Source: an optimization exercise on an open RTL-to-GDS flow (aim: small area and a short achievable clock period). Production flows keep margins and buffers that such runs may drop.
Where RTL was checked, it was by simulation tests only, not by an equivalence proof against the original.
Power is estimated from default activity; no workload was simulated.

==> module ring_queue_front_back_insert, before the edit <==
module ring_queue_front_back_insert #(
	parameter int DEPTH     = rqfbi_pkg::RQFBI_DEPTH,
	parameter int ITEM_BITS = rqfbi_pkg::RQFBI_ITEM_BITS
) (
	input  wire logic                          clk,
	input  wire logic                          arst_n,
	input  wire logic                          start,
	output logic                               busy,
	input  wire rqfbi_pkg::rqfbi_cmd_t         cmd,
	input  wire logic                          cfg_valid,
	output logic                               cfg_ready,
	input  wire logic [rqfbi_pkg::CAP_W-1:0]   cfg_data,
	output logic                               done,
	output rqfbi_pkg::rqfbi_res_t              result
);
	localparam int IDX_W = 4;
	localparam int CW    = rqfbi_pkg::CAP_W;
	logic [ITEM_BITS-1:0] mem [16];
	logic [ITEM_BITS-1:0] rd_data_q;
	logic [CW-1:0]    held_q;
	logic [CW-1:0]    free_q;
	logic [CW-1:0]    cap_q;
	logic             nempty_q;
	logic             full_q;
	logic [15:0]      head_q;
	logic [15:0]      tail_q;
	logic             valid_s1;
	logic             acc_s1;
	logic [CW-1:0]    res_held_q;
	logic [CW-1:0]    res_free_q;
	logic             res_empty_q;
	logic             res_full_q;
	logic [CW-1:0]    held_d;
	logic [CW-1:0]    free_d;
	logic             nempty_d;
	logic             full_d;
	logic [15:0]      head_d;
	logic [15:0]      tail_d;
	logic             fire;
	logic             cfg_fire;
	logic [CW-1:0]    cap_sat;
	logic             is_sb, is_sf, is_rd, is_pop, is_flush;
	logic             do_push, do_pop, rd_ok;
	logic             acc_d;
	logic [15:0]      we;
	logic [ITEM_BITS-1:0] front;
	assign busy      = cfg_valid;
	assign cfg_ready = ~valid_s1;
	assign fire      = start & ~cfg_valid;
	assign cfg_fire  = cfg_valid & ~valid_s1;
	always_comb begin
		if (cfg_data == '0) begin
			cap_sat = CW'(1);
		end else if (cfg_data > CW'(16)) begin
			cap_sat = CW'(16);
		end else begin
			cap_sat = cfg_data;
		end
	end
	assign is_sb    = cmd.kind == rqfbi_pkg::KIND_SEND_BACK;
	assign is_sf    = cmd.kind == rqfbi_pkg::KIND_SEND_FRONT;
	assign is_rd    = (cmd.kind == rqfbi_pkg::KIND_RECEIVE) | (cmd.kind == rqfbi_pkg::KIND_PEEK);
	assign is_pop   = (cmd.kind == rqfbi_pkg::KIND_RECEIVE) | (cmd.kind == rqfbi_pkg::KIND_DROP_FRONT);
	assign is_flush = cmd.kind == rqfbi_pkg::KIND_FLUSH;
	assign do_push = (is_sb | is_sf) & ~full_q;
	assign do_pop  = is_pop & nempty_q;
	assign rd_ok   = is_rd & nempty_q;
	assign acc_d   = do_push | rd_ok | do_pop | is_flush;
	always_comb begin
		for (int i = 0; i < 16; i++) begin
			we[i] = fire & ~full_q & ((is_sb & tail_q[i]) | (is_sf & head_q[(i + 1) % 16]));
		end
	end
	always_ff @(posedge clk) begin
		for (int i = 0; i < 16; i++) begin
			if (we[i]) begin
				mem[i] <= ITEM_BITS'(cmd.item_data);
			end
		end
	end
	always_comb begin
		front = '0;
		for (int i = 0; i < 16; i++) begin
			front = front | ({ITEM_BITS{rd_ok & head_q[i]}} & mem[i]);
		end
	end
	always_ff @(posedge clk) begin
		rd_data_q <= front;
		acc_s1    <= acc_d;
	end
	always_comb begin
		held_d  = held_q;
		free_d  = free_q;
		nempty_d = nempty_q;
		full_d  = full_q;
		head_d  = head_q;
		tail_d  = tail_q;
		if (cfg_fire) begin
			held_d  = '0;
			free_d  = cap_sat;
			nempty_d = 1'b0;
			full_d  = 1'b0;
			head_d  = 16'd1;
			tail_d  = 16'd1;
		end else if (fire) begin
			if (is_flush) begin
				held_d  = '0;
				free_d  = cap_q;
				nempty_d = 1'b0;
				full_d  = 1'b0;
				head_d  = 16'd1;
				tail_d  = 16'd1;
			end else if (do_push) begin
				held_d  = held_q + CW'(1);
				free_d  = free_q - CW'(1);
				nempty_d = 1'b1;
				full_d  = free_q == CW'(1);
				if (is_sf) begin
					head_d = {head_q[0], head_q[15:1]};
				end else begin
					tail_d = {tail_q[14:0], tail_q[15]};
				end
			end else if (do_pop) begin
				held_d  = held_q - CW'(1);
				free_d  = free_q + CW'(1);
				nempty_d = held_q != CW'(1);
				full_d  = 1'b0;
				head_d  = {head_q[14:0], head_q[15]};
			end
		end
	end
	always_ff @(posedge clk or negedge arst_n) begin
		if (!arst_n) begin
			held_q   <= '0;
			free_q   <= CW'(16);
			nempty_q <= 1'b0;
			cap_q    <= CW'(16);
			full_q   <= 1'b0;
			head_q   <= 16'd1;
			tail_q   <= 16'd1;
			valid_s1 <= 1'b0;
		end else begin
			valid_s1 <= fire;
			held_q   <= held_d;
			free_q   <= free_d;
			nempty_q <= nempty_d;
			if (cfg_fire) begin
				cap_q <= cap_sat;
			end
			full_q   <= full_d;
			head_q   <= head_d;
			tail_q   <= tail_d;
		end
	end
	always_ff @(posedge clk) begin
		res_held_q  <= held_d;
		res_free_q  <= free_d;
		res_empty_q <= ~nempty_d;
		res_full_q  <= full_d;
	end
	assign done = valid_s1;
	always_comb begin
		result            = '0;
		result.accepted   = acc_s1;
		result.out_data   = rqfbi_pkg::DATA_W'(rd_data_q);
		result.items_held = res_held_q;
		result.slots_free = res_free_q;
		result.is_empty   = res_empty_q;
		result.is_full    = res_full_q;
	end
endmodule
export LEC_CHECK = 0
export CAP_MARGIN = 20
export CORE_MARGIN = 2
export CORE_UTILIZATION = 40
export CTS_CLUSTER_DIAMETER = 100
export CTS_CLUSTER_SIZE = 25
export SETUP_SLACK_MARGIN = 1.9
export SLEW_MARGIN = 20
create_clock -name core_clock -period 4.0 [get_ports {clk}]
standard.sh (not shown) runs the stock make flow with config.mk's settings and CLKGATE_MAP_FILE= SYNTH_SCRIPT=/design/flow/synth_recipe.tcl, a recipe that flattens the netlist after the stock synthesis.
==> flow/flow/run.sh <==
#!/bin/bash
# standard layout, with plain buffers (not delay cells) on the ports
set -o pipefail
bash standard.sh "BUFFER_PORTS_ARGS=-buffer_cell sky130_fd_sc_hd__buf_2" finish > standard.log 2>&1
Next try:
--- a/flow/design.v
+++ b/flow/design.v
@@ -49,11 +49,11 @@
 	logic [CW-1:0]    free_q;
 	logic [CW-1:0]    cap_q;
 	logic             nempty_q;
 	logic             full_q;
 	logic [15:0]      head_q;
-	logic [15:0]      tail_q;
+	logic [IDX_W-1:0] tail_q;
 	logic             valid_s1;
 	logic             acc_s1;
 	logic [CW-1:0]    res_held_q;
 	logic [CW-1:0]    res_free_q;
 	logic             res_empty_q;
@@ -61,11 +61,12 @@
 	logic [CW-1:0]    held_d;
 	logic [CW-1:0]    free_d;
 	logic             nempty_d;
 	logic             full_d;
 	logic [15:0]      head_d;
-	logic [15:0]      tail_d;
+	logic [IDX_W-1:0] tail_d;
+	logic [15:0]      tail_dec;
 	logic             fire;
 	logic             cfg_fire;
 	logic [CW-1:0]    cap_sat;
 	logic             is_sb, is_sf, is_rd, is_pop, is_flush;
 	logic             do_push, do_pop, rd_ok;
@@ -94,11 +95,16 @@
 	assign do_pop  = is_pop & nempty_q;
 	assign rd_ok   = is_rd & nempty_q;
 	assign acc_d   = do_push | rd_ok | do_pop | is_flush;
 	always_comb begin
 		for (int i = 0; i < 16; i++) begin
-			we[i] = fire & ~full_q & ((is_sb & tail_q[i]) | (is_sf & head_q[(i + 1) % 16]));
+			we[i] = ~held_q[CW-1] & (tail_dec[i] | head_q[(i + 1) % 16]);
+		end
+	end
+	always_comb begin
+		for (int i = 0; i < 16; i++) begin
+			tail_dec[i] = tail_q == IDX_W'(i);
 		end
 	end
 	always_ff @(posedge clk) begin
 		for (int i = 0; i < 16; i++) begin
 			if (we[i]) begin
@@ -127,28 +133,28 @@
 			held_d  = '0;
 			free_d  = cap_sat;
 			nempty_d = 1'b0;
 			full_d  = 1'b0;
 			head_d  = 16'd1;
-			tail_d  = 16'd1;
+			tail_d  = '0;
 		end else if (fire) begin
 			if (is_flush) begin
 				held_d  = '0;
 				free_d  = cap_q;
 				nempty_d = 1'b0;
 				full_d  = 1'b0;
 				head_d  = 16'd1;
-				tail_d  = 16'd1;
+				tail_d  = '0;
 			end else if (do_push) begin
 				held_d  = held_q + CW'(1);
 				free_d  = free_q - CW'(1);
 				nempty_d = 1'b1;
 				full_d  = free_q == CW'(1);
 				if (is_sf) begin
 					head_d = {head_q[0], head_q[15:1]};
 				end else begin
-					tail_d = {tail_q[14:0], tail_q[15]};
+					tail_d = tail_q + IDX_W'(1);
 				end
 			end else if (do_pop) begin
 				held_d  = held_q - CW'(1);
 				free_d  = free_q + CW'(1);
 				nempty_d = held_q != CW'(1);
@@ -163,11 +169,11 @@
 			free_q   <= CW'(16);
 			nempty_q <= 1'b0;
 			cap_q    <= CW'(16);
 			full_q   <= 1'b0;
 			head_q   <= 16'd1;
-			tail_q   <= 16'd1;
+			tail_q   <= '0;
 			valid_s1 <= 1'b0;
 		end else begin
 			valid_s1 <= fire;
 			held_q   <= held_d;
 			free_q   <= free_d;
What happened:
- The changed run went through all stages and came out clean
- synthesized area fell by 1.1%
- cell area grows by 1.6%
- via count increases by 3.8%
- clock-buffer cell count came out lower by 6
- total power grows by 0.93%
- critical path depth went down by 1
- clock skew is lower by 0.013 ns
- die area went down by 1.1%
- hold slack gains 0.085 ns
- first-iteration DRC count drops by 12%
- core utilization goes up by 1.5 points

rqfbi_top with an RTL version that a note above also has.
Size in the first run: ~1,200 cells after synthesis, roughly 600 flip-flops, roughly 92 I/O pins, roughly 22,000 um^2 of cells after synthesis.
==> module ring_queue_front_back_insert, before the edit <==
module ring_queue_front_back_insert #(
	parameter int DEPTH     = rqfbi_pkg::RQFBI_DEPTH,
	parameter int ITEM_BITS = rqfbi_pkg::RQFBI_ITEM_BITS
) (
	input  wire logic                          clk,
	input  wire logic                          arst_n,
	input  wire logic                          start,
	output logic                               busy,
	input  wire rqfbi_pkg::rqfbi_cmd_t         cmd,
	input  wire logic                          cfg_valid,
	output logic                               cfg_ready,
	input  wire logic [rqfbi_pkg::CAP_W-1:0]   cfg_data,
	output logic                               done,
	output rqfbi_pkg::rqfbi_res_t              result
);
	localparam int IDX_W = 4;
	localparam int CW    = rqfbi_pkg::CAP_W;
	logic [ITEM_BITS-1:0] mem [16];
	logic [ITEM_BITS-1:0] rd_data_q;
	logic [CW-1:0]    held_q;
	logic [CW-1:0]    free_q;
	logic [CW-1:0]    cap_q;
	logic             nempty_q;
	logic             full_q;
	logic [15:0]      head_q;
	logic [IDX_W-1:0] tail_q;
	logic             valid_s1;
	logic             acc_s1;
	logic [CW-1:0]    res_held_q;
	logic [CW-1:0]    res_free_q;
	logic             res_empty_q;
	logic             res_full_q;
	logic [CW-1:0]    held_d;
	logic [CW-1:0]    free_d;
	logic             nempty_d;
	logic             full_d;
	logic [15:0]      head_d;
	logic [IDX_W-1:0] tail_d;
	logic [15:0]      tail_dec;
	logic             fire;
	logic             cfg_fire;
	logic [CW-1:0]    cap_sat;
	logic             is_sb, is_sf, is_rd, is_pop, is_flush;
	logic             do_push, do_pop, rd_ok;
	logic             acc_d;
	logic [15:0]      we;
	logic [ITEM_BITS-1:0] front;
	assign busy      = cfg_valid;
	assign cfg_ready = ~valid_s1;
	assign fire      = start & ~cfg_valid;
	assign cfg_fire  = cfg_valid & ~valid_s1;
	always_comb begin
		if (cfg_data == '0) begin
			cap_sat = CW'(1);
		end else if (cfg_data > CW'(16)) begin
			cap_sat = CW'(16);
		end else begin
			cap_sat = cfg_data;
		end
	end
	assign is_sb    = cmd.kind == rqfbi_pkg::KIND_SEND_BACK;
	assign is_sf    = cmd.kind == rqfbi_pkg::KIND_SEND_FRONT;
	assign is_rd    = (cmd.kind == rqfbi_pkg::KIND_RECEIVE) | (cmd.kind == rqfbi_pkg::KIND_PEEK);
	assign is_pop   = (cmd.kind == rqfbi_pkg::KIND_RECEIVE) | (cmd.kind == rqfbi_pkg::KIND_DROP_FRONT);
	assign is_flush = cmd.kind == rqfbi_pkg::KIND_FLUSH;
	assign do_push = (is_sb | is_sf) & ~full_q;
	assign do_pop  = is_pop & nempty_q;
	assign rd_ok   = is_rd & nempty_q;
	assign acc_d   = do_push | rd_ok | do_pop | is_flush;
	always_comb begin
		for (int i = 0; i < 16; i++) begin
			we[i] = ~held_q[CW-1] & (tail_dec[i] | head_q[(i + 1) % 16]);
		end
	end
	always_comb begin
		for (int i = 0; i < 16; i++) begin
			tail_dec[i] = tail_q == IDX_W'(i);
		end
	end
	always_ff @(posedge clk) begin
		for (int i = 0; i < 16; i++) begin
			if (we[i]) begin
				mem[i] <= ITEM_BITS'(cmd.item_data);
			end
		end
	end
	always_comb begin
		front = '0;
		for (int i = 0; i < 16; i++) begin
			front = front | ({ITEM_BITS{rd_ok & head_q[i]}} & mem[i]);
		end
	end
	always_ff @(posedge clk) begin
		rd_data_q <= front;
		acc_s1    <= acc_d;
	end
	always_comb begin
		held_d  = held_q;
		free_d  = free_q;
		nempty_d = nempty_q;
		full_d  = full_q;
		head_d  = head_q;
		tail_d  = tail_q;
		if (cfg_fire) begin
			held_d  = '0;
			free_d  = cap_sat;
			nempty_d = 1'b0;
			full_d  = 1'b0;
			head_d  = 16'd1;
			tail_d  = '0;
		end else if (fire) begin
			if (is_flush) begin
				held_d  = '0;
				free_d  = cap_q;
				nempty_d = 1'b0;
				full_d  = 1'b0;
				head_d  = 16'd1;
				tail_d  = '0;
			end else if (do_push) begin
				held_d  = held_q + CW'(1);
				free_d  = free_q - CW'(1);
				nempty_d = 1'b1;
				full_d  = free_q == CW'(1);
				if (is_sf) begin
					head_d = {head_q[0], head_q[15:1]};
				end else begin
					tail_d = tail_q + IDX_W'(1);
				end
			end else if (do_pop) begin
				held_d  = held_q - CW'(1);
				free_d  = free_q + CW'(1);
				nempty_d = held_q != CW'(1);
				full_d  = 1'b0;
				head_d  = {head_q[14:0], head_q[15]};
			end
		end
	end
	always_ff @(posedge clk or negedge arst_n) begin
		if (!arst_n) begin
			held_q   <= '0;
			free_q   <= CW'(16);
			nempty_q <= 1'b0;
			cap_q    <= CW'(16);
			full_q   <= 1'b0;
			head_q   <= 16'd1;
			tail_q   <= '0;
			valid_s1 <= 1'b0;
		end else begin
			valid_s1 <= fire;
			held_q   <= held_d;
			free_q   <= free_d;
			nempty_q <= nempty_d;
			if (cfg_fire) begin
				cap_q <= cap_sat;
			end
			full_q   <= full_d;
			head_q   <= head_d;
			tail_q   <= tail_d;
		end
	end
	always_ff @(posedge clk) begin
		res_held_q  <= held_d;
		res_free_q  <= free_d;
		res_empty_q <= ~nempty_d;
		res_full_q  <= full_d;
	end
	assign done = valid_s1;
	always_comb begin
		result            = '0;
		result.accepted   = acc_s1;
		result.out_data   = rqfbi_pkg::DATA_W'(rd_data_q);
		result.items_held = res_held_q;
		result.slots_free = res_free_q;
		result.is_empty   = res_empty_q;
		result.is_full    = res_full_q;
	end
endmodule
clock: 4.0 ns
lec_check: 0
cap_margin: 20
core_margin: 2
core_utilization: 40
cts_cluster_diameter: 100
cts_cluster_size: 25
setup_slack_margin: 2.1
slew_margin: 20
Scripts as last shown in full above: flow/flow/run.sh
Next try:
--- a/flow/design.v
+++ b/flow/design.v
@@ -50,11 +50,12 @@
 	logic [CW-1:0]    cap_q;
 	logic             nempty_q;
 	logic             full_q;
 	logic [15:0]      head_q;
 	logic [IDX_W-1:0] tail_q;
-	logic             valid_s1;
+	logic             done_q;
+	logic             ready_q;
 	logic             acc_s1;
 	logic [CW-1:0]    res_held_q;
 	logic [CW-1:0]    res_free_q;
 	logic             res_empty_q;
 	logic             res_full_q;
@@ -71,14 +72,15 @@
 	logic             is_sb, is_sf, is_rd, is_pop, is_flush;
 	logic             do_push, do_pop, rd_ok;
 	logic             acc_d;
 	logic [15:0]      we;
 	logic [ITEM_BITS-1:0] front;
+	logic [15:0]      rd_sel_q;
 	assign busy      = cfg_valid;
-	assign cfg_ready = ~valid_s1;
+	assign cfg_ready = ~done_q;
 	assign fire      = start & ~cfg_valid;
-	assign cfg_fire  = cfg_valid & ~valid_s1;
+	assign cfg_fire  = cfg_valid & ready_q;
 	always_comb begin
 		if (cfg_data == '0) begin
 			cap_sat = CW'(1);
 		end else if (cfg_data > CW'(16)) begin
 			cap_sat = CW'(16);
@@ -113,15 +115,16 @@
 		end
 	end
 	always_comb begin
 		front = '0;
 		for (int i = 0; i < 16; i++) begin
-			front = front | ({ITEM_BITS{rd_ok & head_q[i]}} & mem[i]);
+			front = front | ({ITEM_BITS{rd_sel_q[i]}} & mem[i]);
 		end
 	end
 	always_ff @(posedge clk) begin
-		rd_data_q <= front;
+		rd_data_q <= {ITEM_BITS{rd_ok}} & front;
+		rd_sel_q  <= head_d;
 		acc_s1    <= acc_d;
 	end
 	always_comb begin
 		held_d  = held_q;
 		free_d  = free_q;
@@ -170,13 +173,15 @@
 			nempty_q <= 1'b0;
 			cap_q    <= CW'(16);
 			full_q   <= 1'b0;
 			head_q   <= 16'd1;
 			tail_q   <= '0;
-			valid_s1 <= 1'b0;
+			done_q   <= 1'b0;
+			ready_q  <= 1'b1;
 		end else begin
-			valid_s1 <= fire;
+			done_q   <= fire;
+			ready_q  <= ~fire;
 			held_q   <= held_d;
 			free_q   <= free_d;
 			nempty_q <= nempty_d;
 			if (cfg_fire) begin
 				cap_q <= cap_sat;
@@ -190,11 +195,11 @@
 		res_held_q  <= held_d;
 		res_free_q  <= free_d;
 		res_empty_q <= ~nempty_d;
 		res_full_q  <= full_d;
 	end
-	assign done = valid_s1;
+	assign done = done_q;
 	always_comb begin
 		result            = '0;
 		result.accepted   = acc_s1;
 		result.out_data   = rqfbi_pkg::DATA_W'(rd_data_q);
 		result.items_held = res_held_q;
The new run produced a clean layout.
Final area falls by 6.9%.
Core utilization falls by 3.5 points.
Die area came out higher by 0.65%.
Register-to-register slack gains 0.19 ns.
Setup slack gets better by 0.11 ns.
Synthesized area climbs by 0.66%.
Clock-buffer cell count grows by 4.
Power climbs by 6.5%.
Clock skew is about the same.
Sequential share of layout area went up by 6.3 points.
Synthesized cell count is higher by 2.0%.
Fmax went up by 5.5%.
Only the layout flow was run in the second run of this note; the RTL was not checked for function there.

port drivers added, routing unchanged:
No port has a modelled driver above. Below, the same layouts with a new extraction and two added sets of constraints. Step 1 assumes that a clkbuf_16 drives the clock port and a buf_2 every other input. Step 2, shift: input delay + t, output delay - t, t = (earliest + latest rising clock arrival at the registers) / 2. This alone moves slack from input paths to output paths. Three values: ideal ports, drivers, drivers and shift; two values: the first two.
run	shift t [ns]	slack for setup (ns)	pins driven straight from the clock port
the first run of note 1	0.657	1.859 / 1.859 / 1.268	1
the second run of note 1	0.669	1.899 / 1.897 / 1.355	1
the first run of note 2	0.659	1.944 / 1.943 / 1.480	1
the second run of note 2	0.671	2.051 / 1.994 / 1.579	1
After both steps every run listed still meets setup and hold. For the first run of note 1, which loses most, drivers alone change the setup slack by 0.000 ns; drivers and shift together by -0.591 ns.
